What follows belongs to an exercise in optimizing a design on an open flow for small area, a short achievable clock period and few clock cycles per item; a production flow would make more cautious choices. No run shown here included a check of the RTL's function; only the layout flow was run. Power is estimated from default activity; no workload was simulated.

File: flow/run.sh
#!/bin/bash
# synth_recipe.tcl (not shown) runs the flow's synth.tcl, then flattens the netlist and writes it again
# the make line also repeats each setting of config.mk as NAME=value (left out here)
make -C /OpenROAD-flow-scripts/flow DESIGN_CONFIG=/design/flow/config.mk WORK_HOME=/design/flow/orfs CLKGATE_MAP_FILE= SYNTH_SCRIPT=/design/flow/synth_recipe.tcl finish
File: flow/config.mk
export PLATFORM = sky130hd
export DESIGN_NAME = mdu_alu
export DESIGN_NICKNAME = mdu_alu
export VERILOG_FILES = /design/flow/design.v
export SDC_FILE = /design/flow/constraint.sdc
export NUM_CORES = 4
export LEC_CHECK = 0
export CAP_MARGIN = 20
export CORE_MARGIN = 2
export CORE_UTILIZATION = 40
export SLEW_MARGIN = 20
File: flow/constraint.sdc
create_clock -name core_clock -period 11.0 [get_ports {clk}]
set_input_delay 2.2000 -clock core_clock [delete_from_list [all_inputs] [get_ports {clk}]]
set_output_delay 2.2000 -clock core_clock [all_outputs]
set_load 0.01 [all_outputs]
File: flow/design.v
module mdu_alu #(
    parameter int XLEN    = 32,
    parameter int SHAMT_W = $clog2(XLEN)
) (
    input  logic            clk,
    input  logic            rst,
    input  logic            in_valid,
    output logic            in_ready,
    input  logic [4:0]      in_op,
    input  logic [XLEN-1:0] in_a,
    input  logic [XLEN-1:0] in_b,
    input  logic            kill,
    output logic            out_valid,
    input  logic            out_ready,
    output logic [XLEN-1:0] out_result,
    output logic            out_illegal
);
    localparam logic [1:0] C_ALU = 2'd0;
    localparam logic [1:0] C_MUL = 2'd1;
    localparam logic [1:0] C_DIV = 2'd2;
    localparam logic [1:0] C_ILL = 2'd3;
    function automatic logic [5:0] len32(input logic [31:0] v);
        len32 = '0;
        for (int i = 0; i < 32; i++) if (v[i]) len32 = 6'(i + 1);
    endfunction
    function automatic logic lowones(input logic [31:0] v);
        lowones = 1'b1;
        for (int i = 0; i < 31; i++) if (v[i + 1] && !v[i]) lowones = 1'b0;
    endfunction
    function automatic logic [2:0] nchunk(input logic [32:0] v);
        if (&v[32:7] || ~|v[32:7])        nchunk = 3'd0;
        else if (&v[32:15] || ~|v[32:15]) nchunk = 3'd1;
        else if (&v[32:23] || ~|v[32:23]) nchunk = 3'd2;
        else if (&v[32:31] || ~|v[32:31]) nchunk = 3'd3;
        else                              nchunk = 3'd4;
    endfunction
    function automatic logic [11:0] booth(input logic [32:0] v, input logic [2:0] c);
        logic [40:0] ve;
        logic [8:0]  ch;
        logic [2:0]  g;
        ve = {{7{v[32]}}, v, 1'b0};
        ch = ve[8*c +: 9];
        for (int j = 0; j < 4; j++) begin
            g = ch[2*j +: 3];
            booth[3*j]     = g[0] ^ g[1];
            booth[3*j + 1] = (g == 3'b011) || (g == 3'b100);
            booth[3*j + 2] = g[2] && !(g[1] && g[0]);
        end
    endfunction
    function automatic logic [127:0] csa(input logic [63:0] a, input logic [63:0] b,
                                         input logic [63:0] c);
        csa = {a ^ b ^ c, ((a & b) | (a & c) | (b & c)) << 1};
    endfunction
    logic        v_q;        
    logic        first_q;    
    logic [1:0]  cls_q;
    logic [3:0]  aop_q;
    logic        hi_q;       
    logic        drem_q;     
    logic        qneg_q;
    logic        rneg_q;
    logic        inv_q;      
    logic [32:0] x_q;        
    logic [32:0] y_q;        
    logic [63:0] accs_q;     
    logic [63:0] accc_q;     
    logic [11:0] dig_q;      
    logic [4:0]  cnt_q;
    logic [5:0]  la_q, lb_q;  
    logic        ov_q;
    logic [31:0] orx_q, ory_q;
    logic        orc_q;
    logic        oill_q;
    logic [1:0]  cls_in;
    logic        mul_sa, mul_sb, div_s, nega, negb, swap, inv_in;
    logic [32:0] ea, eb, x_in, y_in;
    logic [2:0]  na, nb;
    logic [11:0] dig_in;
    logic [31:0] oca, ocb;
    logic [5:0]  la_in, lb_in;
    always_comb begin
        if (in_op[4] == 1'b0)   cls_in = (in_op[3:1] == 3'b111) ? C_ILL : C_ALU;
        else if (in_op[3])      cls_in = C_ILL;
        else                    cls_in = in_op[2] ? C_DIV : C_MUL;
        mul_sa = (in_op[1:0] != 2'd3);
        mul_sb = (in_op[1:0] == 2'd0) || (in_op[1:0] == 2'd1);
        div_s  = !in_op[0];
        nega   = (cls_in == C_DIV) && div_s && in_a[31];
        negb   = (cls_in == C_DIV) && div_s && in_b[31];
        ea     = {(cls_in == C_MUL) && mul_sa && in_a[31], nega ? -in_a : in_a};
        eb     = {(cls_in == C_MUL) && mul_sb && in_b[31], negb ? -in_b : in_b};
        na     = nchunk({mul_sa && in_a[31], in_a});
        nb     = nchunk({mul_sb && in_b[31], in_b});
        swap   = (cls_in == C_MUL) && (nb < na);
        dig_in = swap ? booth({mul_sb && in_b[31], in_b}, nb)
                      : booth({mul_sa && in_a[31], in_a}, na);
        x_in   = swap ? eb : ea;
        y_in   = swap ? ea : eb;
        inv_in = (cls_in == C_DIV) ||
                 ((cls_in == C_ALU) && (in_op[3:0] == 4'd1 || in_op[3:0] == 4'd3 ||
                                        in_op[3:0] == 4'd4 || in_op[3:0] == 4'd10 ||
                                        in_op[3:0] == 4'd11 || in_op[3:0] == 4'd12 ||
                                        in_op[3:0] == 4'd13));
        if (inv_in) y_in = ~y_in;
        oca    = (div_s && in_a[31]) ? ~in_a : in_a;
        ocb    = (div_s && in_b[31]) ? ~in_b : in_b;
        la_in  = len32(oca) + 6'(div_s && in_a[31] && lowones(oca));
        lb_in  = len32(ocb) + 6'(div_s && in_b[31] && lowones(ocb));
    end
    logic [33:0] sum1;
    assign sum1 = {1'b0, x_q} + {1'b0, y_q} + 34'(inv_q);
    logic        sh_left, sh_fill;
    logic [32:0] sh_in, sh_rin, sh_rout, sh_out;
    logic [4:0]  sh_amt;
    logic [6:0]  dlen;
    assign dlen = {1'b0, la_q} - {1'b0, lb_q};
    always_comb begin
        if (cls_q == C_DIV) begin
            sh_left = 1'b1;
            sh_fill = 1'b1;
            sh_in   = y_q;
            sh_amt  = dlen[4:0] | 5'd1;
        end else begin
            sh_left = (aop_q == 4'd2);
            sh_in   = {(aop_q == 4'd7) & x_q[31], x_q[31:0]};
            sh_fill = sh_left ? 1'b0 : sh_in[32];
            sh_amt  = y_q[4:0];
        end
        for (int i = 0; i < 33; i++) sh_rin[i] = sh_left ? sh_in[32 - i] : sh_in[i];
        sh_rout = 33'($signed({sh_fill, sh_rin}) >>> sh_amt);
        for (int i = 0; i < 33; i++) sh_out[i] = sh_left ? sh_rout[32 - i] : sh_rout[i];
    end
    logic [31:0] alu_res;
    logic        ltu, lts, eq;
    always_comb begin
        ltu = !sum1[33];
        lts = (x_q[31] == y_q[31]) ? x_q[31] : ltu;
        eq  = &(x_q[31:0] ^ y_q[31:0]);
        case (aop_q)
            4'd0, 4'd1:       alu_res = sum1[31:0];
            4'd2, 4'd6, 4'd7: alu_res = sh_out[31:0];
            4'd3:             alu_res = {31'd0, lts};
            4'd4:             alu_res = {31'd0, ltu};
            4'd5:             alu_res = x_q[31:0] ^ y_q[31:0];
            4'd8:             alu_res = x_q[31:0] | y_q[31:0];
            4'd9:             alu_res = x_q[31:0] & y_q[31:0];
            4'd10:            alu_res = {31'd0, eq};
            4'd11:            alu_res = {31'd0, !eq};
            4'd12:            alu_res = {31'd0, !lts};
            default:          alu_res = {31'd0, !ltu};
        endcase
    end
    logic [63:0] mul_s, mul_c;
    logic        mul_cy;
    logic [11:0] dig_nx;
    always_comb begin
        logic [33:0]  w;
        logic [63:0]  pp [4];
        logic [63:0]  sa, ca;
        logic [6:0]   nbits;
        logic [127:0] t0, t1, t2, t3, t4;
        logic [32:0]  lo_sum;
        nbits = '0;
        for (int j = 0; j < 4; j++) begin
            w = '0;
            if (dig_q[3*j])     w = {y_q[32], y_q};
            if (dig_q[3*j + 1]) w = {y_q, 1'b0};
            w     = w ^ {34{dig_q[3*j + 2]}};
            pp[j] = 64'({~w[33], w[32:0]}) << (2 * j);
            nbits[2*j] = dig_q[3*j + 2];
        end
        sa = first_q ? 64'(nbits) : ((accs_q << 8) | 64'(nbits));
        ca = first_q ? 64'd0 : (accc_q << 8);
        t0 = csa(sa, ca, -(64'd85 << 33));
        t1 = csa(pp[0], pp[1], pp[2]);
        t2 = csa(pp[3], t0[127:64], t0[63:0]);
        t3 = csa(t1[127:64], t1[63:0], t2[127:64]);
        t4 = csa(t3[127:64], t3[63:0], t2[63:0]);
        mul_s  = t4[127:64];
        mul_c  = t4[63:0];
        lo_sum = {1'b0, mul_s[31:0]} + {1'b0, mul_c[31:0]};
        mul_cy = lo_sum[32];
        dig_nx = booth(x_q, cnt_q[2:0] - 3'd1);
    end
    logic        f1, f2;
    logic [32:0] rem2;
    logic [33:0] subb;
    logic [34:0] subc, cs_s, cs_c;
    always_comb begin
        logic [34:0] p, q, r;
        f1   = sum1[33];
        subb = {1'b0, x_q} + {2'b01, y_q[32:1]} + 34'd1;
        p    = {2'b00, x_q};
        q    = {2'b00, y_q};
        r    = {2'b00, 1'b1, y_q[32:1]};
        cs_s = p ^ q ^ r;
        cs_c = {((p & q) | (p & r) | (q & r)), 1'b1};
        subc = cs_s + cs_c + 35'd1;
        f2   = f1 ? subc[34] : subb[33];
        if (f1) rem2 = f2 ? subc[32:0] : sum1[32:0];
        else    rem2 = f2 ? subb[32:0] : x_q;
    end
    logic        done;
    logic [31:0] resx, resy, dres;
    logic        resc, res_ill, dneg;
    logic        out_free, accept;
    logic [31:0] quo_n;
    logic        triv;
    always_comb begin
        quo_n   = {accs_q[29:0], f1, f2};
        triv    = (lb_q == 6'd0) || dlen[6];
        done    = 1'b1;
        resx    = alu_res;
        resy    = '0;
        resc    = 1'b0;
        res_ill = 1'b0;
        dres    = '0;
        dneg    = 1'b0;
        if (first_q) begin
            if (drem_q) begin
                dres = x_q[31:0];
                dneg = rneg_q;
            end else begin
                dres = (lb_q == 6'd0) ? '1 : '0;
            end
        end else begin
            if (drem_q) begin
                dres = rem2[31:0];
                dneg = rneg_q;
            end else begin
                dres = quo_n;
                dneg = qneg_q;
            end
        end
        case (cls_q)
            C_ALU: ;
            C_ILL: begin
                resx    = '0;
                res_ill = 1'b1;
            end
            C_MUL: begin
                done = (cnt_q[2:0] == 3'd0);
                resx = hi_q ? mul_s[63:32] : mul_s[31:0];
                resy = hi_q ? mul_c[63:32] : mul_c[31:0];
                resc = hi_q && mul_cy;
            end
            default: begin
                done = first_q ? triv : (cnt_q == 5'd0);
                resx = dres ^ {32{dneg}};
                resc = dneg;
            end
        endcase
    end
    assign out_free = !ov_q || out_ready;
    assign in_ready = !kill && (!v_q || (done && out_free));
    assign accept   = in_valid && in_ready;
    always_ff @(posedge clk or posedge rst) begin
        if (rst) begin
            v_q  <= 1'b0;
            ov_q <= 1'b0;
        end else if (kill) begin
            v_q  <= 1'b0;
            ov_q <= 1'b0;
        end else begin
            if (accept)                       v_q <= 1'b1;
            else if (v_q && done && out_free) v_q <= 1'b0;
            if (v_q && done && out_free)      ov_q <= 1'b1;
            else if (out_ready)               ov_q <= 1'b0;
        end
    end
    always_ff @(posedge clk) begin
        if (accept) begin
            first_q <= 1'b1;
            cls_q   <= cls_in;
            aop_q   <= in_op[3:0];
            hi_q    <= (in_op[1:0] != 2'd0);
            drem_q  <= in_op[1];
            qneg_q  <= div_s && (in_a[31] ^ in_b[31]);
            rneg_q  <= div_s && in_a[31];
            x_q     <= x_in;
            y_q     <= y_in;
            cnt_q   <= {2'd0, swap ? nb : na};
            inv_q   <= inv_in;
            dig_q   <= dig_in;
            la_q    <= la_in;
            lb_q    <= lb_in;
        end else if (v_q && !done) begin
            first_q <= 1'b0;
            if (cls_q == C_MUL) begin
                accs_q <= mul_s;
                accc_q <= mul_c;
                dig_q  <= dig_nx;
                cnt_q  <= cnt_q - 5'd1;
            end else if (first_q) begin
                y_q    <= sh_out;
                cnt_q  <= dlen[5:1];
                accs_q <= '0;
            end else begin
                x_q    <= rem2;
                y_q    <= {2'b11, y_q[32:2]};
                accs_q <= {32'd0, quo_n};
                cnt_q  <= cnt_q - 5'd1;
            end
        end
        if (v_q && done && out_free) begin
            orx_q  <= resx;
            ory_q  <= resy;
            orc_q  <= resc;
            oill_q <= res_ill;
        end
    end
    assign out_valid   = ov_q;
    assign out_result  = orx_q + ory_q + 32'(orc_q);
    assign out_illegal = oill_q;
endmodule
==> results of run 1 <==
-- metal layers --
| metal | share of wire, % | wire (um) |
|---|---|---|
| met1 | 37 | 69500 |
| met2 | 44 | 82400 |
| met3 | 9.2 | 17000 |
| met4 | 9.0 | 16700 |
| met5 | 0.013 | 24 |
-- metrics by stage --
step	instance area [um2]	total power, uW	hold slack, ns
2_1_floorplan	41200	7850	0.447
3_3_place_gp	43500	11600	0.489
3_5_place_dp	43500	11700	0.483
4_1_cts	44600	12900	0.494
5_1_grt	44600	13900	0.524
6_report	44600	13200	0.496
-- power by group through the flow --
stage,Clock (uW),Combinational [uW],Sequential (uW)
after floorplan,0,6170,1680
after global placement,0,9770,1810
after detailed placement,0,9870,1810
after CTS,1150,9920,1790
after global routing,1190,10900,1810
final,1140,10200,1810
-- path summary, 6_finish.rpt --
path	start	to	slack, ns	depth (start not counted)
worst min register to register	cnt_q[4]	cnt_q[4]	0.50	2
worst max-delay path	orx_q[0]	out_result[30]	3.25	18
min in group asynchronous	rst	v_q	1.80	2
worst min-delay path	cnt_q[4]	cnt_q[4]	0.50	2
max in group asynchronous	rst	ov_q	9.08	2
worst max register to register	y_q[6]	orx_q[4]	4.12	13
-- sequential cells by signal, indices dropped and copies added, names as in the netlist --
name,count
oill_q,1
lb_q,6
cnt_q,5
dig_q,12
qneg_q,1
accs_q,56
hi_q,1
orx_q,32
aop_q,4
rneg_q,1
la_q,6
v_q,1
ov_q,1
first_q,1
ory_q,32
x_q,33
y_q,33
cls_q,2
accc_q,53
orc_q,1
inv_q,1
-- synthesized netlist by cell type, drive strengths merged (80+ instances only) --
| cell | count |
|---|---|
| nand3 | 89 |
| nor2 | 360 |
| fa | 160 |
| nand2b | 95 |
| o21ai | 368 |
| edfxtp | 278 |
| mux2 | 94 |
| xnor2 | 259 |
| a21oi | 335 |
| nor3 | 82 |
| ha | 350 |
| a22oi | 145 |
| nand2 | 452 |
| clkbuf | 290 |
| xor2 | 91 |
| inv | 393 |
| mux2i | 230 |
| nor2b | 92 |
| o211ai | 80 |
-- final cells by class --
| cell class | instances | area (um2) | area share, % |
|---|---|---|---|
| timing repair buffer | 220 | 1920 | 4.30 |
| tap | 1368 | 1710 | 3.83 |
| antenna | 3 | 7.51 | 0.0168 |
| multi-input combinational | 3952 | 30000 | 67.1 |
| clock buffer | 46 | 938 | 2.10 |
| clock inverter | 16 | 150 | 0.336 |
| sequential | 283 | 8460 | 19.0 |
| inverter | 397 | 1490 | 3.34 |
-- critical path: cells and delay by family (launching register included) --
family,cells,cell delay [ns]
AOI/OAI and AO/OA,11,2.89
buffers and inverters,3,0.73
adders and majority gates,2,0.63
xor gates and xnor gates,1,0.21
DFF,1,0.35
and+or+nand+nor,1,0.20
-- kinds of logic after synthesis --
kind of cell             synth area share [%]
multiplexers                             9.11
flip-flops                               20.5
AND/OR/NAND/NOR                          15.4
adder cells (fa/ha/maj)                  18.4
AO/OA/AOI/OAI                            21.9
XOR/XNOR                                 7.43
buffers and inverters                    7.22
==> results.txt, run 1 <==
Clock Skew roughly 0.037 ns; via count 39.4k; Core ar. approximately 0.10 mm2; clock net sink count between 200 and 300; placed cells around 6.2k; Max Fclk 129 MHz; aggregate global routing overflow 0; status timing/DRC/antenna clean; setup_tns 0 ns; endpoints failing setup 0; top cell type's share of synthesized area between 20% and 30%; Detail Route Antenna Nets 0; total CTS buffers 35; leak pwr roughly 0.018 uW; most used cell along the critical path a21oi_1; crit path cell chain inv_1, fa_1, inv_1, fa_1, a21o_1, a21oi_1, o21ai_0, a31o_2, a21oi_1, o21ai_0, a2111oi_0, nor3_1, o221ai_1, a21oi_1, a21oi_1, o21ai_0, xor2_1, clkdlybuf4s50_1; met1 Use GR between 40% and 50%; Synth Instances ~5k; Vert. Die Dim approximately 330 um; Power per Cell Area 295 mW/mm2; Net Count, Synth between 5k and 6k; final WL 186000 um; top cells by area, synth edfxtp_1 (20%), ha_1 (11%), fa_1 (7.8%); DRC 0; fin nets 5473; Worst-Skew Late Latency between 0.5 and 0.6 ns; Final period util between 70% and 80%; Clock Pin Slew Worst Setup and Hold Paths 0.06 ns; largest net degree at the start of global routing 84; fillers about 10k; gr usage total around 34%; Avg WL per Cell ~30 um; Net Switching between 7000 and 8000 uW; Synth warnings 2; Pre-Repair DR Iteration Count 6; Gate power share approximately 78%; Placement Rows around 120; CTS tree built; worst slack at placement around 3.1 ns; cell area after synthesis between 0.04 and 0.05 mm2; number of max-cap violations 0; IO buf count ~110; top_reg_cell synth edfxtp_1; most frequent cells in the layout nand2_1 (448), inv_1 (387), nor2_1 (355); Worst-Margin Slew 1.32 ns; critical path type reg -> out; crit end category output port; CP arrival 5.55 ns; gpl congestion between 1 and 1.5; postcts setup bufs 0; PostCTS Resize Cnt 0; Crit Path Max Fanout 4; Unique masters post-synth a little over 100; Synth area leader edfxtp_1; H-tree depth 2; sequential area share after synthesis between 20% and 30%; antenna violations before repair 6; post-layout util 43.8%; clock share of power 8.7%; CP Data Required Time roughly 8.8 ns; sequential share of power between 10 and 15%; Post-synth EDFFs about 280; async set-reset flop share out of synthesis 0.707%; Initial Util roughly two fifths; #FFs+latches synth roughly 280; Max VDD drop 181 uV; first-pass GRT wire length 266000 um; Setup crit start kind register; die width approximately 330 um; vias in the first global route between 30k and 40k; met3 Resource Use GR roughly 7.1%; CP max stage delay 0.65 ns; commonest non-fill, non-tap cell in the layout nand2_1; hold_buf cts 0; mean post-synth cell area ~8.2 um2; Final WS setup roughly 3.3 ns; global route hottest layer met2; met2 Use GR approximately 54%; slowest CP cell a2111oi_0; layout cells sized above 1 under 10%; Vias/cell 6.27; Layout area overhead 8.25%; Tmin final ~7.7 ns; unrepaired setup endpoints after global routing no; fin. max-slew vios 0; Worst Hold Class reg -> reg; Hold Vio Cnt, Final 0; Finished Layout Cells roughly 6.3k; HPWL reported at the end of detailed placement around 140000 um; CTS max path bufs 3; Boundary Pins 109; full die area 0.106 mm2; CTS Root Cell clkbuf_16; DRT iter0 DRCs ~4.4k; max_slew headroom roughly an eighth; switching share of power 55.2%; Internal between 5000 and 6000 uW
==> run 2: changes to the inputs <==
--- a/flow/design.v
+++ b/flow/design.v
@@ -68,7 +68,10 @@
     logic [4:0]  cnt_q;
     logic [5:0]  la_q, lb_q;  
-    logic        ov_q;
+    logic        av_q;       
     logic [31:0] orx_q, ory_q;
     logic        orc_q;
+    logic        aill_q;
+    logic        ov_q;       
+    logic [31:0] out_q;
     logic        oill_q;
     logic [1:0]  cls_in;
@@ -252,5 +255,7 @@
         endcase
     end
-    assign out_free = !ov_q || out_ready;
+    logic b_free;
+    assign b_free   = !ov_q || out_ready;
+    assign out_free = !av_q || b_free;
     assign in_ready = !kill && (!v_q || (done && out_free));
     assign accept   = in_valid && in_ready;
@@ -258,12 +263,16 @@
         if (rst) begin
             v_q  <= 1'b0;
+            av_q <= 1'b0;
             ov_q <= 1'b0;
         end else if (kill) begin
             v_q  <= 1'b0;
+            av_q <= 1'b0;
             ov_q <= 1'b0;
         end else begin
             if (accept)                       v_q <= 1'b1;
             else if (v_q && done && out_free) v_q <= 1'b0;
-            if (v_q && done && out_free)      ov_q <= 1'b1;
+            if (v_q && done && out_free)      av_q <= 1'b1;
+            else if (b_free)                  av_q <= 1'b0;
+            if (av_q && b_free)               ov_q <= 1'b1;
             else if (out_ready)               ov_q <= 1'b0;
         end
@@ -307,9 +316,13 @@
             ory_q  <= resy;
             orc_q  <= resc;
-            oill_q <= res_ill;
+            aill_q <= res_ill;
+        end
+        if (av_q && b_free) begin
+            out_q  <= orx_q + ory_q + 32'(orc_q);
+            oill_q <= aill_q;
         end
     end
     assign out_valid   = ov_q;
-    assign out_result  = orx_q + ory_q + 32'(orc_q);
+    assign out_result  = out_q;
     assign out_illegal = oill_q;
 endmodule
==> run 2 against run 1 <==
Effect of this change: routed wire length up 8.0%; non-clock buffer count is 4 higher; combinational power is essentially flat; power up 0.87%; area after synthesis increased by 4.1%; register-to-register slack barely moved; cell count rose by 3.2%; worst setup slack improved by 0.75 ns; still clean on timing, DRC and antenna.
==> results.txt, run 2 <==
status timing/DRC/antenna clean; IO buf count about 110; gr usage total roughly 35%; fin nets 5631; WHS Path Cells 0; sequential cell area about 0.0095 mm2; via count between 40k and 50k; most frequent cells after synthesis nand2_1 (430), nor2_1 (403), inv_1 (399); PostCTS Resize Cnt 0; HPWL reported at the end of detailed placement 155000 um; max reg flops 56; sequential share of power around 15%; met3 Resource Use GR roughly 6.5%; Detail Route Antenna Nets 0; Worst Hold Class reg -> reg; global route hottest layer met2; Synth Instances slightly above 5k; Worst path depth 16; Vias/cell 6.40; Max VDD drop 167 uV; most frequent cells in the layout nand2_1 (429), nor2_1 (402), inv_1 (397); Avg WL per Cell 30.9 um; Final WS setup roughly 4.0 ns; hold_buf cts 0; buffer and inverter count on the worst path 3; fillers roughly 11k; Net Switching approximately 7200 uW; Final Power approximately 13000 uW; largest net degree at the start of global routing between 80 and 90; placed inst area ~0.045 mm2; DRT iter0 DRCs about 5k; DRC 0; reg2reg setup slack between 4 and 5 ns; clock share of power between 10% and 20%; mean post-synth cell area 8.31 um2; top cells by area, synth edfxtp_1 (22%), ha_1 (10%), fa_1 (7.5%); Pre-Repair DR Iteration Count 6; count leader, synth nand2_1; CP arrival roughly 7.3 ns; layout cells sized above 1 between 6 and 7%; Synth area leader edfxtp_1; gpl congestion roughly 1.0; #FFs+latches synth 317; Layout area overhead 8.42%; vias in the first global route a little under 40k; worst slack at placement about 3.4 ns; top cell type's share of synthesized area a little over a fifth; Final period util a little under two thirds; Crit Path Max Fanout a little over 80; Unique masters post-synth slightly below 100; async set-reset flop share out of synthesis less than 1%; CP max stage delay approximately 0.83 ns; number of max-cap violations 0; CTS Root Cell clkbuf_16; antenna violations before repair 16; aggregate global routing overflow 0; Power per Cell Area between 200 and 300 mW/mm2; FF-to-FF path depth 16; CTS max path bufs 3; top_reg_cell synth edfxtp_1; Boundary Pins ~110; first-pass GRT wire length roughly 280000 um; Vert. Die Dim 332 um; endpoints failing setup 0; CP Data Required Time 11.29 ns; crit path cell chain clkdlybuf4s50_1, nand2_1, or4_1, nor4_1, nor2_1, and2_1, inv_1, ha_1, o21a_1, o21a_1, nor3_4, buf_4, mux2i_1, xor2_1, nor2_1, a31oi_1; Max Fclk 143 MHz; met1 Use GR roughly 43%; Worst-Margin Slew ~1.3 ns; Synth warnings 2; Largest Register accs_q; Net Count, Synth 5753; largest registers accs_q: 56 flops, accc_q: 53 flops; unrepaired setup endpoints after global routing no; Worst-Skew Late Latency 0.62 ns; commonest non-fill, non-tap cell in the layout nand2_1; slowest CP cell clkdlybuf4s50_1; crit end category register; full die area between 0.1 and 0.15 mm2; cell area after synthesis around 0.043 mm2; Worst path top cell family by delay simple AND/OR/NAND/NOR gates; Post-synth EDFFs around 310; setup_tns 0 ns; area occupied by multi-input gates 0.0306 mm2; clock net sink count between 300 and 400; H-tree depth 2; CTS tree built; final WL 200000 um; Initial Util between 40% and 50%; Internal 6020 uW; max_slew headroom 14.0%; sequential area share after synthesis roughly 22%; Core ar. approximately 0.11 mm2; Setup crit start kind primary input; Clock Skew between 0.04 and 0.05 ns; met2 Use GR a little under three fifths; switching share of power between 50 and 60%; total CTS buffers 39; fin. max-slew vios 0; Clock Pin Slew Worst Setup and Hold Paths 0.06 ns; Gate power share between 70% and 80%; cell area after layout between 0.04 and 0.05 mm2; critical path type in -> reg; Hold Vio Cnt, Final 0; Tmin final 6.99 ns; Placement Rows 120; die width ~330 um; leak pwr approximately 0.019 uW; postcts setup bufs 0
[run 2: cell types whose count changed after synthesis, sizes merged, moves of 14 or more]
cell    before  now
a31oi       34   55
edfxtp     278  311
mux2        94   77
mux2i      230  206
nand2      452  430
nor2       360  406
o21ai      368  382
[run 2: layer usage]
metal  share of wire, %  up-vias  routed length [um]
li1                   -    18300                   -
met1                 38    20200               75900
met2                 45     2426               90200
met3                8.9      627               17800
met4                8.2       16               16300
met5              0.050        -                 101
[run 2: area by class of cell]
| cell class | instances | share of cell area [%] |
|---|---|---|
| repair buffers | 224 | 4.22 |
| clock buffers | 42 | 2.12 |
| flip-flops and latches | 317 | 20.4 |
| clock inverters | 28 | 0.607 |
| multi-input cells | 4060 | 65.6 |
| well taps | 1403 | 3.77 |
| diodes | 5 | 0.0269 |
| inverters | 405 | 3.27 |
[run 2: kinds of logic after synthesis]
group / after synthesis / share of synthesized area (%)
xor+xnor: 340 / 6.93
compound gates: 1469 / 22.1
simple gates: 1428 / 15.7
fa+ha+maj: 510 / 17.7
buf+inv: 792 / 7.18
mux: 313 / 8.42
flops: 317 / 22.1
[run 2: final timing paths]
check,start,endpoint
max,in_a[31],y_q[31]
min,aill_q,oill_q
max reg2reg,cls_q[0],orx_q[30]
min reg2reg,aill_q,oill_q
max in group asynchronous,rst,av_q
min in group asynchronous,rst,v_q
[run 2: power by group through the flow]
stage,combinational (uW),clock (uW),sequential [uW]
global route,10700,1410,1970
floorplan,6050,0,1840
detailed placement,9630,0,1970
CTS,9680,1360,1950
global placement,9600,0,1980
finish,9950,1350,1970
[run 2: per-stage QoR]
stage               util (%)  hold WS, ns  std cells
floorplan                  -        0.400       5169
global placement        42.4        0.401       6409
detailed placement      42.4        0.405       6409
CTS                     43.6        0.420       6479
global route            43.6        0.433       6479
finish                  43.6        0.419       6484
==> run 3: changes to the inputs <==
--- a/flow/design.v
+++ b/flow/design.v
@@ -69,6 +69,5 @@
     logic [5:0]  la_q, lb_q;  
     logic        av_q;       
-    logic [31:0] orx_q, ory_q;
-    logic        orc_q;
+    logic        ahi_q;      
     logic        aill_q;
     logic        ov_q;       
@@ -155,5 +154,4 @@
     end
     logic [63:0] mul_s, mul_c;
-    logic        mul_cy;
     logic [11:0] dig_nx;
     always_comb begin
@@ -163,5 +161,4 @@
         logic [6:0]   nbits;
         logic [127:0] t0, t1, t2, t3, t4;
-        logic [32:0]  lo_sum;
         nbits = '0;
         for (int j = 0; j < 4; j++) begin
@@ -182,6 +179,4 @@
         mul_s  = t4[127:64];
         mul_c  = t4[63:0];
-        lo_sum = {1'b0, mul_s[31:0]} + {1'b0, mul_c[31:0]};
-        mul_cy = lo_sum[32];
         dig_nx = booth(x_q, cnt_q[2:0] - 3'd1);
     end
@@ -206,5 +201,5 @@
     logic        done;
     logic [31:0] resx, resy, dres;
-    logic        resc, res_ill, dneg;
+    logic        res_ill, dneg;
     logic        out_free, accept;
     logic [31:0] quo_n;
@@ -216,5 +211,4 @@
         resx    = alu_res;
         resy    = '0;
-        resc    = 1'b0;
         res_ill = 1'b0;
         dres    = '0;
@@ -244,16 +238,17 @@
             C_MUL: begin
                 done = (cnt_q[2:0] == 3'd0);
-                resx = hi_q ? mul_s[63:32] : mul_s[31:0];
-                resy = hi_q ? mul_c[63:32] : mul_c[31:0];
-                resc = hi_q && mul_cy;
+                resx = mul_s[31:0];
+                resy = mul_c[31:0];
             end
             default: begin
                 done = first_q ? triv : (cnt_q == 5'd0);
                 resx = dres ^ {32{dneg}};
-                resc = dneg;
+                resy = {31'd0, dneg};
             end
         endcase
     end
-    logic b_free;
+    logic        b_free;
+    logic [63:0] acc_sum;
+    assign acc_sum  = accs_q + accc_q;
     assign b_free   = !ov_q || out_ready;
     assign out_free = !av_q || b_free;
@@ -294,5 +289,5 @@
             la_q    <= la_in;
             lb_q    <= lb_in;
-        end else if (v_q && !done) begin
+        end else if (v_q && !done && out_free) begin
             first_q <= 1'b0;
             if (cls_q == C_MUL) begin
@@ -313,11 +308,11 @@
         end
         if (v_q && done && out_free) begin
-            orx_q  <= resx;
-            ory_q  <= resy;
-            orc_q  <= resc;
+            accs_q <= {mul_s[63:32], resx};
+            accc_q <= {mul_c[63:32], resy};
+            ahi_q  <= (cls_q == C_MUL) && hi_q;
             aill_q <= res_ill;
         end
         if (av_q && b_free) begin
-            out_q  <= orx_q + ory_q + 32'(orc_q);
+            out_q  <= ahi_q ? acc_sum[63:32] : acc_sum[31:0];
             oill_q <= aill_q;
         end
--- a/flow/config.mk
+++ b/flow/config.mk
@@ -9,3 +9,4 @@
 export CORE_MARGIN = 2
 export CORE_UTILIZATION = 40
+export SETUP_SLACK_MARGIN = 5
 export SLEW_MARGIN = 20
==> run 3 against run 2 <==
Effect of this change: maximum frequency up 17%; flip-flop and latch count fell by 47; final area down 0.37%; count of clock-buffer cells in the layout grew 2; largest cell class unchanged; first-iteration DRC count decreased by 8.0%; sequential share of layout area decreased by 3.0 points; cell count up 4.1%; worst hold slack improved by 0.039 ns; global-route usage decreased by 2.6 points; critical endpoint is now accs_q[8].
==> results.txt, run 3 <==
max_slew headroom a little over an eighth; Initial Util about two fifths; Layout area overhead 8.86%; endpoints failing setup 0; Crit Path Max Fanout 45; CP arrival roughly 6.2 ns; placed cells 6655; Max VDD drop roughly 160 uV; Power per Cell Area 259 mW/mm2; top cell type's share of synthesized area between 10% and 20%; hold_buf cts 0; CP Data Required Time approximately 11 ns; CTS Root Cell clkbuf_16; WHS Path Cells 0; slowest CP cell edfxtp_1; Avg WL per Cell roughly 27 um; cell area after synthesis ~0.043 mm2; first-pass GRT wire length about 270000 um; max reg flops 64; most frequent cells after synthesis nand2_1 (752), o21ai_0 (439), a21oi_1 (412); area occupied by multi-input gates about 0.032 mm2; leak pwr 0.0198 uW; Detail Route Antenna Nets 0; die width about 330 um; clock share of power around 9.9%; HPWL reported at the end of detailed placement 140000 um; Synth Instances 5442; Internal 5530 uW; Gate power share around three quarters; cell area after layout around 0.046 mm2; Setup crit start kind register; switching share of power between 50% and 60%; placed inst area around 0.045 mm2; worst hold slack between 0.4 and 0.5 ns; largest net degree at the start of global routing 72; Worst path depth 16; CP max stage delay 0.95 ns; via count around 42k; crit path cell chain inv_1, ha_1, nand4_1, and2b_1, nand2_1, nor3_1, o311a_1, o21ai_4, buf_4, a31oi_4, clkbuf_8, mux2i_1, nor2_1, o21ai_0, o22ai_1, a21oi_1; Final period util between 50% and 60%; sequential share of power 15.8%; Placement Rows between 100 and 150; largest registers accs_q: 64 flops, accc_q: 62 flops; Boundary Pins about 110; FF-to-FF path depth 16; gr usage total between 30% and 40%; sequential area share after synthesis 18.9%; Tmin final 5.96 ns; mean post-synth cell area ~8 um2; Vias/cell approximately 6.2; critical path type reg -> reg; DRT iter0 DRCs 4647; Clock Skew ~0.032 ns; Pre-Repair DR Iteration Count 6; buffer and inverter count on the worst path 3; top cells by area, synth edfxtp_1 (19%), ha_1 (10%), fa_1 (7.5%); Largest Register accs_q; vias in the first global route 39.4k; Post-synth EDFFs 264; count leader, synth nand2_1; setup_tns 0 ns; gpl congestion about 1.1; sequential cell area 0.00807 mm2; Worst-Margin Slew between 1 and 1.5 ns; DRC 0; Worst-Skew Late Latency between 0.5 and 0.6 ns; unrepaired setup endpoints after global routing yes; H-tree depth 2; Max Fclk ~170 MHz; aggregate global routing overflow 0; IO buf count around 110; total CTS buffers 35; final WL about 180000 um; #FFs+latches synth 270; antenna violations before repair 9; reg2reg setup slack approximately 5.0 ns; crit end category register; clock net sink count 270; fin. max-slew vios 0; Synth warnings 2; most frequent cells in the layout nand2_1 (750), o21ai_0 (431), a21oi_1 (408); full die area 0.109 mm2; status timing/DRC/antenna clean; Synth area leader edfxtp_1; Unique masters post-synth between 100 and 150; Clock Pin Slew Worst Setup and Hold Paths 0.07 ns; fillers roughly 11k; number of max-cap violations 0; Hold Vio Cnt, Final 0; CTS tree built; async set-reset flop share out of synthesis under 10%; Net Count, Synth 6030; Core ar. 0.105 mm2; fin nets 5921; Net Switching between 6000 and 7000 uW; Worst Hold Class reg -> reg; CTS max path bufs 3; Vert. Die Dim between 300 and 400 um; Finished Layout Cells ~6.8k; top_reg_cell synth edfxtp_1; layout cells sized above 1 6.85%; commonest non-fill, non-tap cell in the layout nand2_1; Worst path top cell family by delay simple AND/OR/NAND/NOR gates
==> run 3: changes by cell type after synthesis, moves of 22 or more <==
cell / before / now
a21o_1: 89 / 131
a21oi_1: 341 / 412
a22oi_1: 135 / 37
and2_1: 42 / 64
edfxtp_1: 311 / 264
mux2_2: 74 / 38
nand2_1: 430 / 752
nand2b_1: 99 / 46
nor2_1: 403 / 354
o211ai_1: 91 / 58
o21ai_0: 332 / 439
o21ai_1: 49 / 10
xnor2_1: 256 / 199
xor2_1: 84 / 182
==> run 3: path summary, 6_finish.rpt <==
check	end	start
worst max-delay path	accs_q[8]	y_q[15]
worst max register to register	accs_q[8]	y_q[15]
max in group asynchronous	av_q	rst
worst min-delay path	oill_q	aill_q
min in group asynchronous	ov_q	rst
worst min register to register	oill_q	aill_q
==> run 3: layout make-up <==
cell class                      count  share of cell area (%)
Multi-Input combinational cell   4395                    68.6
Sequential cell                   270                    17.4
Timing Repair Buffer              243                    4.65
Tap cell                         1391                    3.75
Inverter                          388                    3.15
Clock buffer                       44                    2.05
Clock inverter                     18                   0.426
Antenna cell                        4                  0.0216
==> run 3: stage by stage <==
stage	setup WS, ns	utilization [%]	power [uW]
after global placement	4.12	42.5	10400
final	5.04	44.0	12000
after detailed placement	4.06	42.5	10400
after CTS	5.00	43.8	11700
after global routing	4.88	44.0	12800
after floorplan	5.41	-	7380
==> run 3: cell families (layout without fill, tap and decap cells) <==
kind of cell / after synthesis / count (layout) / synth area share (%)
AOI/OAI and AO/OA: 1536 / 1536 / 22.6
xor gates and xnor gates: 381 / 381 / 7.83
adders and majority gates: 514 / 514 / 17.9
buffers and inverters: 777 / 693 / 7.13
DFF: 270 / 270 / 18.9
muxes: 273 / 273 / 7.62
other: 0 / 4 / 0
and+or+nand+nor: 1691 / 1691 / 18.0
==> run 3: metal layers <==
metal	global-route usage (%)	share of wire (%)	vias up
met2	50.9	43	2323
met1	42.5	40	20000
met5	0	0.030	-
met3	5.76	9.7	503
met4	20.1	7.3	10
li1	-	-	19000
==> run 3: worst register-to-register path, delay by kind of cell (launching register included) <==
family / cells / cell delay (ns)
compound gates: 6 / 1.47
simple gates: 5 / 1.52
fa+ha+maj: 1 / 0.56
mux: 1 / 0.22
buf+inv: 3 / 0.94
flops: 1 / 0.95
==> run 3: power by group through the flow <==
stage / clock network [uW] / registers (uW) / logic (uW)
2_1_floorplan: 0 / 1710 / 5670
3_3_place_gp: 0 / 1930 / 8480
3_5_place_dp: 0 / 1930 / 8520
4_1_cts: 1210 / 1890 / 8630
5_1_grt: 1240 / 1900 / 9650
6_report: 1190 / 1900 / 8920
==> run 3: repair_timing <==
action,in CTS,in global routing
resized for setup,17,43
pin swaps,1,1
setup endpoints to repair,89,82
buffers inserted,17,15
==> run 4: changes to the inputs <==
--- a/flow/config.mk
+++ b/flow/config.mk
@@ -9,4 +9,4 @@
 export CORE_MARGIN = 2
 export CORE_UTILIZATION = 40
-export SETUP_SLACK_MARGIN = 5
+export SETUP_SLACK_MARGIN = 4
 export SLEW_MARGIN = 20
==> run 4 against run 3 <==
Effect of this change: global-route usage grew 0.61 points; clock power is essentially flat; die area stayed put; non-clock buffer count is 31 lower; largest power group unchanged; combinational power shrank 0.8%; synthesized cell count unchanged; via count about the same.
==> results.txt, run 4 <==
largest net degree at the start of global routing between 70 and 80; Core ar. roughly 0.11 mm2; gpl congestion 1.07; placed inst area between 0.04 and 0.05 mm2; Net Count, Synth 6030; Final Power approximately 12000 uW; Layout area overhead 8.06%; Worst Hold Class reg -> reg; Hold Vio Cnt, Final 0; Detail Route Antenna Nets 0; Power per Cell Area about 260 mW/mm2; Crit Path Max Fanout 37; worst slack at placement a little under 4 ns; most frequent cells in the layout nand2_1 (751), o21ai_0 (433), a21oi_1 (407); total CTS buffers 36; Gate power share between 70% and 80%; Tmin final approximately 6.9 ns; Clock Pin Slew Worst Setup and Hold Paths approximately 0.06 ns; max_slew headroom between 10 and 15%; first-pass GRT wire length around 270000 um; number of max-cap violations 0; Setup crit start kind register; top_reg_cell synth edfxtp_1; Vias/cell approximately 6.2; Final period util between 60% and 70%; Net Switching 6500 uW; Avg WL per Cell 27.5 um; async set-reset flop share out of synthesis roughly 1.1%; Internal 5490 uW; CTS max path bufs 3; endpoints failing setup 0; via count about 42k; sequential cell area around 0.0081 mm2; metal3 WL ~18000 um; largest registers accs_q: 64 flops, accc_q: 62 flops; cell area after layout ~0.046 mm2; Boundary Pins ~110; Max Fclk around 140 MHz; antenna violations before repair 3; Max VDD drop approximately 140 uV; setup_tns 0 ns; CP arrival 7.25 ns; cell area after synthesis around 0.043 mm2; commonest non-fill, non-tap cell in the layout nand2_1; metal2 WL just over 80000 um; Synth area leader edfxtp_1; sequential share of power between 15 and 20%; IO buf count 108; Synth Instances approximately 5.4k; Worst Hold Launch aill_q; leak pwr slightly below 0.02 uW; vias in the first global route 39.7k; Largest Register accs_q; top cell type's share of synthesized area approximately a fifth; fillers between 10k and 15k; final WL approximately 190000 um; count leader, synth nand2_1; DRC 0; Unique masters post-synth 101; Vert. Die Dim around 330 um; full die area between 0.1 and 0.15 mm2; Worst Setup SP x_q[0]; critical path type reg -> reg; max layer used met5; Final WS setup 4.08 ns; CTS Root Cell clkbuf_16; Synth warnings 2; fin nets 5891; mean post-synth cell area just under 8 um2; area occupied by multi-input gates between 0.03 and 0.04 mm2; top cells by area, synth edfxtp_1 (19%), ha_1 (10%), fa_1 (7.5%); Initial Util 40.4%; unrepaired setup endpoints after global routing no; crit end category register; worst r2r src x_q[0]; max reg flops 64; clock net sink count 270; Placement Rows about 120; layout cells sized above 1 6.02%; CTS tree built; clock share of power about 10%; sequential area share after synthesis about a fifth; Post-synth EDFFs 264; post-layout util between 40% and 50%; CP Data Required Time between 10 and 15 ns; gr usage total 33.4%; Worst-Skew Late Latency slightly above 0.6 ns; HPWL reported at the end of detailed placement roughly 140000 um; switching share of power roughly 54%; Clock Skew 0.0661 ns; aggregate global routing overflow 0; die width 330 um; #FFs+latches synth 270; DRT iter0 DRCs ~4.7k; Worst-Margin Slew roughly 1.2 ns; fin. max-slew vios 0; H-tree depth 2; status timing/DRC/antenna clean; Pre-Repair DR Iteration Count 6; met1 WL just over 70000 um; most frequent cells after synthesis nand2_1 (752), o21ai_0 (439), a21oi_1 (412)
## run 4: cell type report
cell class	count	share of cell area [%]
diodes	1	0.00543
flip-flops and latches	270	17.5
clock inverters	23	0.527
clock buffers	43	2.03
repair buffers	212	4.08
well taps	1391	3.78
multi-input cells	4395	68.9
inverters	388	3.17
## run 4: worst paths after layout
| path | end | slack (ns) | cells after the start |
|---|---|---|---|
| max | accs_q[9] | 4.08 | 16 |
| min | oill_q | 0.48 | 0 |
| max reg2reg | accs_q[9] | 4.08 | 16 |
| min reg2reg | oill_q | 0.48 | 0 |
| max in group asynchronous | v_q | 9.06 | 2 |
| min in group asynchronous | ov_q | 1.81 | 2 |
## run 4: logic make-up after synthesis
| family | Yosys count | share of synthesized area (%) |
|---|---|---|
| adder cells (fa/ha/maj) | 514 | 17.9 |
| buffers and inverters | 777 | 7.13 |
| XOR/XNOR | 381 | 7.83 |
| AO/OA/AOI/OAI | 1536 | 22.6 |
| multiplexers | 273 | 7.62 |
| flip-flops | 270 | 18.9 |
| AND/OR/NAND/NOR | 1691 | 18.0 |
## run 4: per-layer routing
layer,vias to the layer above,GRT usage [%]
li1,18900,-
met1,20000,42.4
met2,2276,51.9
met3,522,6.59
met4,4,21.4
met5,-,0
## run 4: metrics by stage
stage	std cells	hold WS, ns
floorplan	5442	0.400
global placement	6655	0.479
detailed placement	6655	0.445
CTS	6721	0.489
global route	6722	0.500
finish	6723	0.482
## run 4: what timing repair did
item	in CTS	in global routing
gates resized for setup	0	1
hold buffers	0	0
setup buffers	0	0
endpoints found under the setup margin	0	28
hold endpoints to repair	0	0
## run 4: power by group through the flow
stage / Combinational (uW) / Sequential [uW] / Clock, uW
floorplan: 5670 / 1710 / 0
global route: 9600 / 1930 / 1260
detailed placement: 8530 / 1920 / 0
global placement: 8510 / 1920 / 0
CTS: 8600 / 1900 / 1220
finish: 8850 / 1930 / 1210
## run 4: worst max-delay path, stage by stage (launching register included)
cell and delay [ns]:
edfxtp_1 0.74, inv_1 0.33, ha_1 0.32, nor2b_1 0.11, o21ai_1 0.09, a21boi_0 0.32
o211ai_1 0.30, a211o_1 0.45, a311oi_2 0.71, o2111ai_2 0.59, a31oi_4 0.61, buf_4 0.53
mux2i_1 0.86, mux4_2 0.43, nand2_1 0.05, o21ai_0 0.12, a21oi_1 0.06
==> run 5: changes to the inputs <==
--- a/flow/design.v
+++ b/flow/design.v
@@ -54,4 +54,8 @@
     logic        v_q;        
     logic        first_q;    
+    logic        one_q;      
+    logic        last_q;     
+    logic        dfirst_q;   
+    logic        lb0_q;      
     logic [1:0]  cls_q;
     logic [3:0]  aop_q;
@@ -60,5 +64,6 @@
     logic        qneg_q;
     logic        rneg_q;
-    logic        inv_q;      
+    logic        inv_q;
+    logic        swap_q;     
     logic [32:0] x_q;        
     logic [32:0] y_q;        
@@ -97,6 +102,6 @@
         dig_in = swap ? booth({mul_sb && in_b[31], in_b}, nb)
                       : booth({mul_sa && in_a[31], in_a}, na);
-        x_in   = swap ? eb : ea;
-        y_in   = swap ? ea : eb;
+        x_in   = ea;
+        y_in   = eb;
         inv_in = (cls_in == C_DIV) ||
                  ((cls_in == C_ALU) && (in_op[3:0] == 4'd1 || in_op[3:0] == 4'd3 ||
@@ -155,4 +160,6 @@
     logic [63:0] mul_s, mul_c;
     logic [11:0] dig_nx;
+    logic [32:0] mcand;
+    assign mcand = swap_q ? x_q : y_q;
     always_comb begin
         logic [33:0]  w;
@@ -164,6 +171,6 @@
         for (int j = 0; j < 4; j++) begin
             w = '0;
-            if (dig_q[3*j])     w = {y_q[32], y_q};
-            if (dig_q[3*j + 1]) w = {y_q, 1'b0};
+            if (dig_q[3*j])     w = {mcand[32], mcand};
+            if (dig_q[3*j + 1]) w = {mcand, 1'b0};
             w     = w ^ {34{dig_q[3*j + 2]}};
             pp[j] = 64'({~w[33], w[32:0]}) << (2 * j);
@@ -179,5 +186,5 @@
         mul_s  = t4[127:64];
         mul_c  = t4[63:0];
-        dig_nx = booth(x_q, cnt_q[2:0] - 3'd1);
+        dig_nx = booth(swap_q ? y_q : x_q, cnt_q[2:0] - 3'd1);
     end
     logic        f1, f2;
@@ -207,6 +214,6 @@
     always_comb begin
         quo_n   = {accs_q[29:0], f1, f2};
-        triv    = (lb_q == 6'd0) || dlen[6];
-        done    = 1'b1;
+        triv    = lb0_q || (la_q < lb_q);
+        done    = one_q || last_q || (dfirst_q && triv);
         resx    = alu_res;
         resy    = '0;
@@ -219,5 +226,5 @@
                 dneg = rneg_q;
             end else begin
-                dres = (lb_q == 6'd0) ? '1 : '0;
+                dres = lb0_q ? '1 : '0;
             end
         end else begin
@@ -237,10 +244,8 @@
             end
             C_MUL: begin
-                done = (cnt_q[2:0] == 3'd0);
                 resx = mul_s[31:0];
                 resy = mul_c[31:0];
             end
             default: begin
-                done = first_q ? triv : (cnt_q == 5'd0);
                 resx = dres ^ {32{dneg}};
                 resy = {31'd0, dneg};
@@ -253,5 +258,8 @@
     assign b_free   = !ov_q || out_ready;
     assign out_free = !av_q || b_free;
-    assign in_ready = !kill && (!v_q || (done && out_free));
+    logic rdy_now, rdy_if_taken;
+    assign rdy_now      = !v_q || (done && (!av_q || !ov_q));
+    assign rdy_if_taken = done;
+    assign in_ready     = !kill && (rdy_now || (rdy_if_taken && out_ready));
     assign accept   = in_valid && in_ready;
     always_ff @(posedge clk or posedge rst) begin
@@ -276,4 +284,8 @@
         if (accept) begin
             first_q <= 1'b1;
+            one_q   <= (cls_in == C_ALU) || (cls_in == C_ILL);
+            last_q  <= (cls_in == C_MUL) && ((swap ? nb : na) == 3'd0);
+            dfirst_q <= (cls_in == C_DIV);
+            lb0_q   <= (in_b == '0);
             cls_q   <= cls_in;
             aop_q   <= in_op[3:0];
@@ -283,4 +295,5 @@
             rneg_q  <= div_s && in_a[31];
             x_q     <= x_in;
+            swap_q  <= swap;
             y_q     <= y_in;
             cnt_q   <= {2'd0, swap ? nb : na};
@@ -290,6 +303,8 @@
             lb_q    <= lb_in;
         end else if (v_q && !done && out_free) begin
-            first_q <= 1'b0;
+            first_q  <= 1'b0;
+            dfirst_q <= 1'b0;
             if (cls_q == C_MUL) begin
+                last_q <= (cnt_q[2:0] == 3'd1);
                 accs_q <= mul_s;
                 accc_q <= mul_c;
@@ -299,4 +314,5 @@
                 y_q    <= sh_out;
                 cnt_q  <= dlen[5:1];
+                last_q <= (dlen[5:1] == 5'd0);
                 accs_q <= '0;
             end else begin
@@ -305,4 +321,5 @@
                 accs_q <= {32'd0, quo_n};
                 cnt_q  <= cnt_q - 5'd1;
+                last_q <= (cnt_q == 5'd1);
             end
         end
--- a/flow/config.mk
+++ b/flow/config.mk
@@ -9,4 +9,4 @@
 export CORE_MARGIN = 2
 export CORE_UTILIZATION = 40
-export SETUP_SLACK_MARGIN = 4
+export SETUP_SLACK_MARGIN = 5
 export SLEW_MARGIN = 20
==> run 5 against run 4 <==
Effect of this change: worst setup slack better by 0.91 ns; die area is 2.2% lower; clock power rose by 15%; power down 26%; sequential share of layout area up 0.33 points; final area barely moved; global-route usage up 1.0 points; area after synthesis shrank 2.3%; utilization increased by 0.86 points; combinational power shrank 33%; register-to-register slack better by 0.91 ns; routed wire length increased by 1.9%; critical endpoint is now accs_q[19]; largest power group unchanged.
==> results.txt, run 5 <==
status timing/DRC/antenna clean; max reg flops 64; Finished Layout Cells between 6k and 7k; max layer used met5; HPWL reported at the end of detailed placement around 140000 um; Internal about 4400 uW; first-pass GRT wire length approximately 270000 um; Boundary Pins 109; commonest non-fill, non-tap cell in the layout nand2_1; Worst Hold Class reg -> reg; fin. max-slew vios 0; post-layout util 44.5%; CTS max path bufs 3; Clock Skew about 0.022 ns; Max Fclk roughly 170 MHz; Pre-Repair DR Iteration Count 7; crit end category register; top cells by area, synth edfxtp_1 (19%), ha_1 (11%), fa_1 (7.6%); IO buf count ~110; switching share of power between 50% and 60%; Detail Route Antenna Nets 0; Synth warnings 2; gpl congestion between 1 and 1.5; Net Count, Synth approximately 5.8k; Net Switching 4550 uW; critical path type reg -> reg; Final period util 54.6%; Core ar. between 0.1 and 0.15 mm2; number of max-cap violations 0; met1 WL 74800 um; most frequent cells in the layout nand2_1 (530), inv_1 (385), a21oi_1 (373); sequential area share after synthesis between 10% and 20%; Largest Register accs_q; H-tree depth 2; metal3 WL roughly 20000 um; gr usage total about 34%; Power per Cell Area slightly below 200 mW/mm2; top cell type's share of synthesized area ~19%; Unique masters post-synth 95; Initial Util 40.3%; antenna violations before repair 19; Placement Rows about 120; cell area after synthesis 0.0416 mm2; Crit Path Max Fanout 28; Setup crit start kind register; die width roughly 330 um; aggregate global routing overflow 0; DRT iter0 DRCs between 5k and 6k; Max VDD drop between 100 and 150 uV; fin nets between 5k and 6k; Layout area overhead 10.5%; Gate power share 66.5%; leak pwr around 0.019 uW; Vias/cell approximately 6.4; DRC 0; vias in the first global route around 39k; final WL ~190000 um; sequential share of power between 15 and 20%; clock share of power between 10% and 20%; mean post-synth cell area around 8 um2; Vert. Die Dim around 330 um; #FFs+latches synth 275; largest net degree at the start of global routing 65; Post-synth EDFFs between 200 and 300; area occupied by multi-input gates between 0.03 and 0.04 mm2; count leader, synth nand2_1; fillers roughly 10k; async set-reset flop share out of synthesis 1.09%; via count 41.7k; CTS tree built; top_reg_cell synth edfxtp_1; unrepaired setup endpoints after global routing no; Tmin final 6.01 ns; most frequent cells after synthesis nand2_1 (534), inv_1 (389), a21oi_1 (377); Worst-Margin Slew roughly 1.3 ns; CP Data Required Time roughly 11 ns; CTS Root Cell clkbuf_16; layout cells sized above 1 6.88%; total CTS buffers 39; full die area about 0.11 mm2; sequential cell area slightly above 0.008 mm2; Worst-Skew Late Latency 0.60 ns; Hold Vio Cnt, Final 0; max_slew headroom 12.6%; metal2 WL 78900 um; Synth area leader edfxtp_1; endpoints failing setup 0; Clock Pin Slew Worst Setup and Hold Paths about 0.060 ns; Avg WL per Cell 28.8 um; placed cells ~6.4k; clock net sink count approximately 280; Synth Instances roughly 5.2k; largest registers accs_q: 64 flops, accc_q: 62 flops; setup_tns 0 ns; CP arrival around 6.3 ns
-- run 5: logic make-up after synthesis --
| family | share of synthesized area, % |
|---|---|
| fa+ha+maj | 18.2 |
| compound gates | 24.5 |
| xor+xnor | 8.12 |
| mux | 6.02 |
| simple gates | 16.5 |
| buf+inv | 7.01 |
| flops | 19.7 |
-- run 5: final timing paths --
path / from / end / slack (ns) / cells after the start
min in group asynchronous: rst / ov_q / 1.77 / 2
min: cnt_q[4] / cnt_q[4] / 0.49 / 2
max: y_q[9] / accs_q[19] / 4.99 / 15
min reg2reg: cnt_q[4] / cnt_q[4] / 0.49 / 2
max in group asynchronous: rst / av_q / 9.09 / 2
max reg2reg: y_q[9] / accs_q[19] / 4.99 / 15
-- run 5: cell type report --
type | instances | share of cell area, %
Inverter | 392 | 3.22
Sequential cell | 275 | 17.8
Clock inverter | 28 | 0.840
Antenna cell | 7 | 0.0380
Timing Repair Buffer | 264 | 5.25
Clock buffer | 44 | 2.16
Timing Repair inverter | 1 | 0.0109
Tap cell | 1380 | 3.75
Multi-Input combinational cell | 4167 | 66.9
-- run 5: critical path, stage by stage, from the launching register on --
cell and delay (ns):
edfxtp_1 0.99, inv_1 0.32, ha_1 0.60, nand4_1 0.13, nor3_1 0.35, nand4_1 0.17, nor3_2 0.27, a211oi_4 0.12
o21ai_4 0.30, o22a_1 0.39, buf_4 0.46, a211oi_1 0.09, a31oi_1 0.87, a221oi_1 0.25, xnor2_1 0.23, o221ai_1 0.15
-- run 5: power by group through the flow --
stage	Clock (uW)	Combinational, uW	Sequential, uW
finish	1390	5930	1600
global route	1440	6350	1590
CTS	1390	5660	1620
detailed placement	0	5600	1640
global placement	0	5590	1640
floorplan	0	3590	1510
-- run 5: stage by stage --
step                setup slack [ns]  total power (uW)  instance area (um2)  hold WS (ns)
finish                          4.99              8910                46000         0.488
global route                    4.99              9380                46000         0.534
CTS                             5.01              8680                45500         0.483
detailed placement              3.89              7250                44100         0.474
global placement                3.98              7240                44100         0.471
floorplan                       5.33              5110                41700         0.400
-- run 5: metal layers --
metal | up-vias | global-route usage, %
met2 | 2418 | 50.0
met1 | 20100 | 44.9
met5 | - | 0
met3 | 589 | 8.30
li1 | 18600 | -
met4 | 18 | 23.8
-- run 5: timing repair --
action,in CTS,in global routing
setup endpoints to repair,23,39
cloned,1,0
endpoints found under the hold margin,0,0
setup buffers,6,30
resized for setup,10,34
pin swaps,2,6
hold buffers,0,0
==> run 6: changes to the inputs <==
--- a/flow/config.mk
+++ b/flow/config.mk
@@ -6,4 +6,5 @@
 export NUM_CORES = 4
 export LEC_CHECK = 0
+export ABC_AREA = 1
 export CAP_MARGIN = 20
 export CORE_MARGIN = 2
==> run 6 against run 5 <==
Effect of this change: sequential share of layout area rose by 0.53 points; synthesized cell count is 14% higher; first-iteration DRC count decreased by 0.65%; power decreased by 6.3%; clock skew is 0.013 ns higher; highest routed layer unchanged; sequential power up 3%; maximum frequency increased by 2.1%; routed wire length grew 8.3%; count of clock-buffer cells in the layout is the same; register-to-register slack gained 0.12 ns; still clean.
==> results.txt, run 6 <==
IO buf count approximately 110; Placement Rows between 100 and 150; full die area around 0.10 mm2; final WL between 200000 and 250000 um; number of max-cap violations 0; CP max stage delay about 0.95 ns; most frequent cells after synthesis nand2_1 (1309), inv_1 (777), nor2_1 (497); Hold Vio Cnt, Final 0; Synth warnings 2; Max Fclk ~170 MHz; Clock Skew approximately 0.035 ns; fin nets ~6.5k; hold_buf cts 0; gr usage total ~39%; Max VDD drop between 100 and 150 uV; Power per Cell Area about 190 mW/mm2; Vert. Die Dim ~320 um; Worst Hold Launch cnt_q[4]; Largest Register accs_q; DRC 0; WHS Path Cells 2; Pre-Repair DR Iteration Count 6; Synth Instances roughly 5.9k; aggregate global routing overflow 0; Setup crit start kind register; placed cells approximately 7.2k; CP Data Required Time 11.37 ns; commonest non-fill, non-tap cell in the layout nand2_1; largest registers accs_q: 64 flops, accc_q: 62 flops; Synth area leader edfxtp_1; total CTS buffers 39; Core ar. roughly 0.1 mm2; layout cells sized above 1 under 10%; status timing/DRC/antenna clean; Post-synth EDFFs between 200 and 300; #FFs+latches synth around 280; top cells by area, synth edfxtp_1 (20%), nand2_1 (12%), ha_1 (11%); Avg WL per Cell around 28 um; Final period util around 53%; Initial Util 40.5%; CTS Root Cell clkbuf_16; post-layout util between 40 and 50%; Net Count, Synth 6488; gpl congestion between 1 and 1.5; Worst-Skew Late Latency about 0.62 ns; Clock Pin Slew Worst Setup and Hold Paths roughly 0.06 ns; HPWL reported at the end of detailed placement between 150000 and 200000 um; CTS tree built; sequential cell area 0.00822 mm2; Worst-Margin Slew between 1 and 1.5 ns; unrepaired setup endpoints after global routing yes; Boundary Pins between 100 and 150; Hold Path End cnt_q[4]; setup_tns 0 ns; async set-reset flop share out of synthesis under 10%; crit end category register; DRT iter0 DRCs approximately 5.2k; most used cell along the critical path nand2_2; CP arrival about 6.3 ns; area occupied by multi-input gates approximately 0.028 mm2; leak pwr just over 0.02 uW; Layout area overhead 9.93%; Tmin final 5.88 ns; sequential area share after synthesis between 20% and 30%; endpoints failing setup 0; antenna violations before repair 10; FF-to-FF path depth 26; fin. max-slew vios 0; Unique masters post-synth about 70; top_reg_cell synth edfxtp_1; Vias/cell between 5 and 6; cell area after synthesis ~0.041 mm2; fillers 10.6k; worst r2r src y_q[9]; count leader, synth nand2_1; reg2reg setup slack about 5.1 ns; via count ~43k; slowest CP cell edfxtp_1; max reg flops 64; clock net sink count roughly 280; H-tree depth 2; first-pass GRT wire length 291000 um; top cell type's share of synthesized area roughly 20%; worst hold slack 0.541 ns; CTS max path bufs 3; mean post-synth cell area between 6 and 7 um2; die width around 320 um; most frequent cells in the layout nand2_1 (1302), inv_1 (772), o21ai_0 (486), nor2_1 (486), a21oi_1 (397); critical path type reg -> reg; largest net degree at the start of global routing 85; vias in the first global route between 40k and 50k; Worst Hold Class reg -> reg; Detail Route Antenna Nets 0; Crit Path Max Fanout 52; Finished Layout Cells between 7k and 8k; reg-to-reg endpoint accs_q[10]; max_slew headroom between 10% and 20%
## run 6: cell count changes after synthesis, sizes merged, moves of 148 or more
cell	delta
inv	+401
nand3	+163
mux2i	-158
xor2	+219
xnor2	-223
o21ai	+213
nand2	+788
a22oi	-148
## run 6: cells by family after synthesis
family | count (synthesis) | share of synthesized area [%]
and+or+nand+nor | 2207 | 22.0
AOI/OAI and AO/OA | 1448 | 20.5
buffers and inverters | 1074 | 10.2
adders and majority gates | 509 | 18.6
xor gates and xnor gates | 382 | 8.23
DFF | 275 | 20.2
muxes | 10 | 0.246
## run 6: per-stage QoR
step / instance area (um2) / setup slack [ns] / power (uW)
2_1_floorplan: 40700 / 5.08 / 4920
3_3_place_gp: 43200 / 3.97 / 6870
3_5_place_dp: 43200 / 4.11 / 6850
4_1_cts: 44500 / 5.01 / 8210
5_1_grt: 44700 / 4.97 / 8900
6_report: 44700 / 5.12 / 8350
## run 6: worst max-delay path by stage
stage	startpoint	slack [ns]	to	depth (start not counted)
final	y_q[9]	5.12	accs_q[10]	26
after global routing	in_op[0]	4.97	la_q[4]	41
after detailed placement	in_op[0]	4.11	dig_q[2]	15
after global placement	in_op[0]	3.97	lb_q[4]	40
after floorplan	out_ready	5.08	accc_q[0]	8
after CTS	in_op[0]	5.01	la_q[4]	41
## run 6: what timing repair did
item / CTS / global route
setup endpoints to repair: 18 / 75
resized for setup: 10 / 20
pin swaps: 1 / 2
gates cloned: 1 / 1
setup buffers: 0 / 6
## run 6: area by class of cell
cell class                 count  share of cell area, %
antenna                        4                 0.0224
clock buffer                  44                   2.25
timing repair buffer         222                   4.47
sequential                   275                   18.4
clock inverter                28                  0.658
inverter                     802                   6.75
tap                         1357                   3.80
multi-input combinational   4558                   63.7
## run 6: power by group
part | total [uW] | internal (uW) | leakage [uW] | switching [uW]
clock network | 1330 | 781 | 0.000631 | 554
registers | 1650 | 1430 | 0.00261 | 214
logic | 5370 | 1740 | 0.0173 | 3620
## run 6: critical path: cells and delay by family (launching register included)
kind | cells | cell delay, ns
flops | 1 | 0.95
buf+inv | 3 | 1.29
fa+ha+maj | 1 | 0.47
compound gates | 2 | 0.22
simple gates | 20 | 2.68
## run 6: layer usage
metal,wire (um),part of all wire [%],global-route usage [%]
met5,77,0.038,0
met2,88600,43,60.0
met4,19600,9.6,30.3
met1,77800,38,47.3
met3,18200,8.9,7.26
==> run 7: changes to the inputs <==
==> flow/flow/run.sh (new file) <==
#!/bin/bash
set -euo pipefail
sed 's/SETUP_SLACK_MARGIN=[0-9.]*/SETUP_SLACK_MARGIN=5.5/' standard.sh > standard_margin.sh
grep -q 'SETUP_SLACK_MARGIN=5.5' standard_margin.sh
bash standard_margin.sh finish > standard_margin.log 2>&1
==> flow/standard.sh (new file) <==
#!/bin/bash
# synth_recipe.tcl (not shown) runs the flow's synth.tcl, then flattens the netlist and writes it again
# the make line also repeats each setting of config.mk as NAME=value (left out here)
make -C /OpenROAD-flow-scripts/flow DESIGN_CONFIG=/design/flow/config.mk WORK_HOME=/design/flow/orfs CLKGATE_MAP_FILE= SYNTH_SCRIPT=/design/flow/synth_recipe.tcl "${@:-finish}"
--- a/flow/config.mk
+++ b/flow/config.mk
@@ -6,5 +6,4 @@
 export NUM_CORES = 4
 export LEC_CHECK = 0
-export ABC_AREA = 1
 export CAP_MARGIN = 20
 export CORE_MARGIN = 2
removed: flow/run.sh
==> run 7 against run 6 <==
Effect of this change: still clean on timing, DRC and antenna; combinational power grew 13%; first-iteration DRC count decreased by 0.88%; routed wire length is 5.8% lower; sequential power shrank 6%; worst setup slack better by 0.37 ns; utilization up 0.48 points; via count is 2.7% lower; non-clock buffer count grew 81; maximum frequency up 6.7%; synthesized cell count is 12% lower; sequential share of layout area down 0.71 points; critical path type unchanged; largest power group unchanged.
==> results.txt, run 7 <==
max_slew headroom about a fifth; clock share of power approximately 15%; HPWL reported at the end of detailed placement about 140000 um; endpoints failing setup 0; layout cells sized above 1 8.23%; Gate power share approximately 68%; antenna violations before repair 22; Tmin final between 5 and 6 ns; slowest CP cell o21ai_1; #FFs+latches synth roughly 280; full die area 0.107 mm2; critical path type reg -> reg; unrepaired setup endpoints after global routing yes; Max Fclk roughly 180 MHz; most frequent cells after synthesis nand2_1 (534), inv_1 (389), a21oi_1 (377); most frequent cells in the layout nand2_1 (529), inv_1 (381), a21oi_1 (370); vias in the first global route between 30k and 40k; top_reg_cell synth edfxtp_1; first-pass GRT wire length roughly 270000 um; Largest Register accs_q; gpl congestion just over 1; worst r2r src aop_q[0]; Clock Pin Slew Worst Setup and Hold Paths roughly 0.06 ns; CTS max path bufs 3; Synth Instances 5197; gr usage total between 30% and 40%; leak pwr about 0.019 uW; clock net sink count 275; Worst Setup SP aop_q[0]; Worst-Skew Late Latency between 0.6 and 0.7 ns; Post-synth EDFFs 269; Synth warnings 2; max reg flops 64; mean post-synth cell area between 8 and 9 um2; crit end category register; Setup crit start kind register; Layout area overhead 11.6%; CTS Root Cell clkbuf_16; Finished Layout Cells between 6k and 7k; commonest non-fill, non-tap cell in the layout nand2_1; Net Switching ~4600 uW; Clock Skew 0.0364 ns; status timing/DRC/antenna clean; Placement Rows roughly 120; largest registers accs_q: 64 flops, accc_q: 62 flops; setup_tns 0 ns; hold_buf cts 0; die width about 330 um; top cell type's share of synthesized area 19.4%; final WL between 150000 and 200000 um; Vias/cell around 6.4; Synth area leader edfxtp_1; most used cell along the critical path mux2i_1; Max VDD drop about 110 uV; fin nets roughly 5.8k; fin. max-slew vios 0; async set-reset flop share out of synthesis 1.09%; Power per Cell Area 192 mW/mm2; Hold Vio Cnt, Final 0; top cells by area, synth edfxtp_1 (19%), ha_1 (11%), fa_1 (7.6%); Unique masters post-synth 95; crit path cell chain or4b_1, nand2_2, buf_4, a31oi_1, mux2i_1, mux2i_1, mux2i_1, nand2_1, a31o_2, o21ai_1, o21ai_0, a21oi_1, o221ai_1; total CTS buffers 38; aggregate global routing overflow 0; Crit Path Max Fanout 59; Worst Hold Launch aill_q; CP arrival roughly 6 ns; Worst Hold Class reg -> reg; Detail Route Antenna Nets 0; DRC 0; Boundary Pins around 110
run 7: final timing paths:
| path | endpoint | slack (ns) | cells past startpoint |
|---|---|---|---|
| worst max-delay path | accs_q[19] | 5.49 | 13 |
| worst min-delay path | oill_q | 0.46 | 0 |
| max in group asynchronous | v_q | 9.09 | 2 |
| worst max register to register | accs_q[19] | 5.49 | 13 |
| worst min register to register | oill_q | 0.46 | 0 |
| min in group asynchronous | ov_q | 1.78 | 2 |
run 7: final cells by class:
cell class                 count  area, um2
sequential                   275       8220
clock buffer                  43        970
inverter                     392       1490
antenna                       19       47.5
fill                       10500      56900
multi-input combinational   4167      30900
tap                         1380       1730
clock inverter                23        287
timing repair buffer         303       2820
run 7: power by group through the flow:
| stage | registers, uW | logic (uW) | clock network, uW |
|---|---|---|---|
| 2_1_floorplan | 1510 | 3590 | 0 |
| 3_3_place_gp | 1630 | 5600 | 0 |
| 3_5_place_dp | 1630 | 5610 | 0 |
| 4_1_cts | 1560 | 5780 | 1330 |
| 5_1_grt | 1550 | 6460 | 1360 |
| 6_report | 1550 | 6070 | 1310 |
run 7: logic make-up after synthesis:
| group | Yosys count | synth area share (%) |
|---|---|---|
| AOI/OAI and AO/OA | 1580 | 24.5 |
| and+or+nand+nor | 1479 | 16.5 |
| buffers and inverters | 755 | 7.01 |
| adders and majority gates | 509 | 18.2 |
| xor gates and xnor gates | 386 | 8.12 |
| DFF | 275 | 19.7 |
| muxes | 213 | 6.02 |
run 7: per-layer routing:
layer	up-vias	share of wire, %	global-route usage (%)
li1	18700	-	-
met1	20400	39	45.0
met3	644	11	9.56
met4	12	7.8	23.1
met5	-	0.044	0
met2	2511	42	51.4
run 7: what timing repair did:
action | CTS | global route
pin swaps | 5 | 14
cloned | 0 | 2
setup endpoints to repair | 50 | 57
setup buffers | 47 | 18
endpoints found under the hold margin | 0 | 0
resized for setup | 55 | 106
run 7: worst max-delay path: cells and delay by family (launching register included):
family	cells	cell delay, ns
and+or+nand+nor	3	1.03
AOI/OAI and AO/OA	6	2.12
muxes	3	0.87
buffers and inverters	1	0.57
DFF	1	0.61
run 7: stage by stage:
step,power [uW],utilization [%],cell area [um2],setup WS (ns),hold WS [ns]
3_3_place_gp,7230,42.7,44100,3.97,0.465
2_1_floorplan,5110,-,41700,5.56,0.400
6_report,8940,45.0,46500,5.49,0.465
5_1_grt,9370,44.9,46400,5.35,0.475
3_5_place_dp,7240,42.7,44100,3.91,0.475
4_1_cts,8670,44.5,45900,5.31,0.486

Check on run 7: ideal ports give 5.486 ns setup slack; a clkbuf_16 on the clock port and buf_2 on the inputs give 5.486 ns; moving port delays by the midpoint clock arrival (0.663 ns) as well gives 4.921 ns.
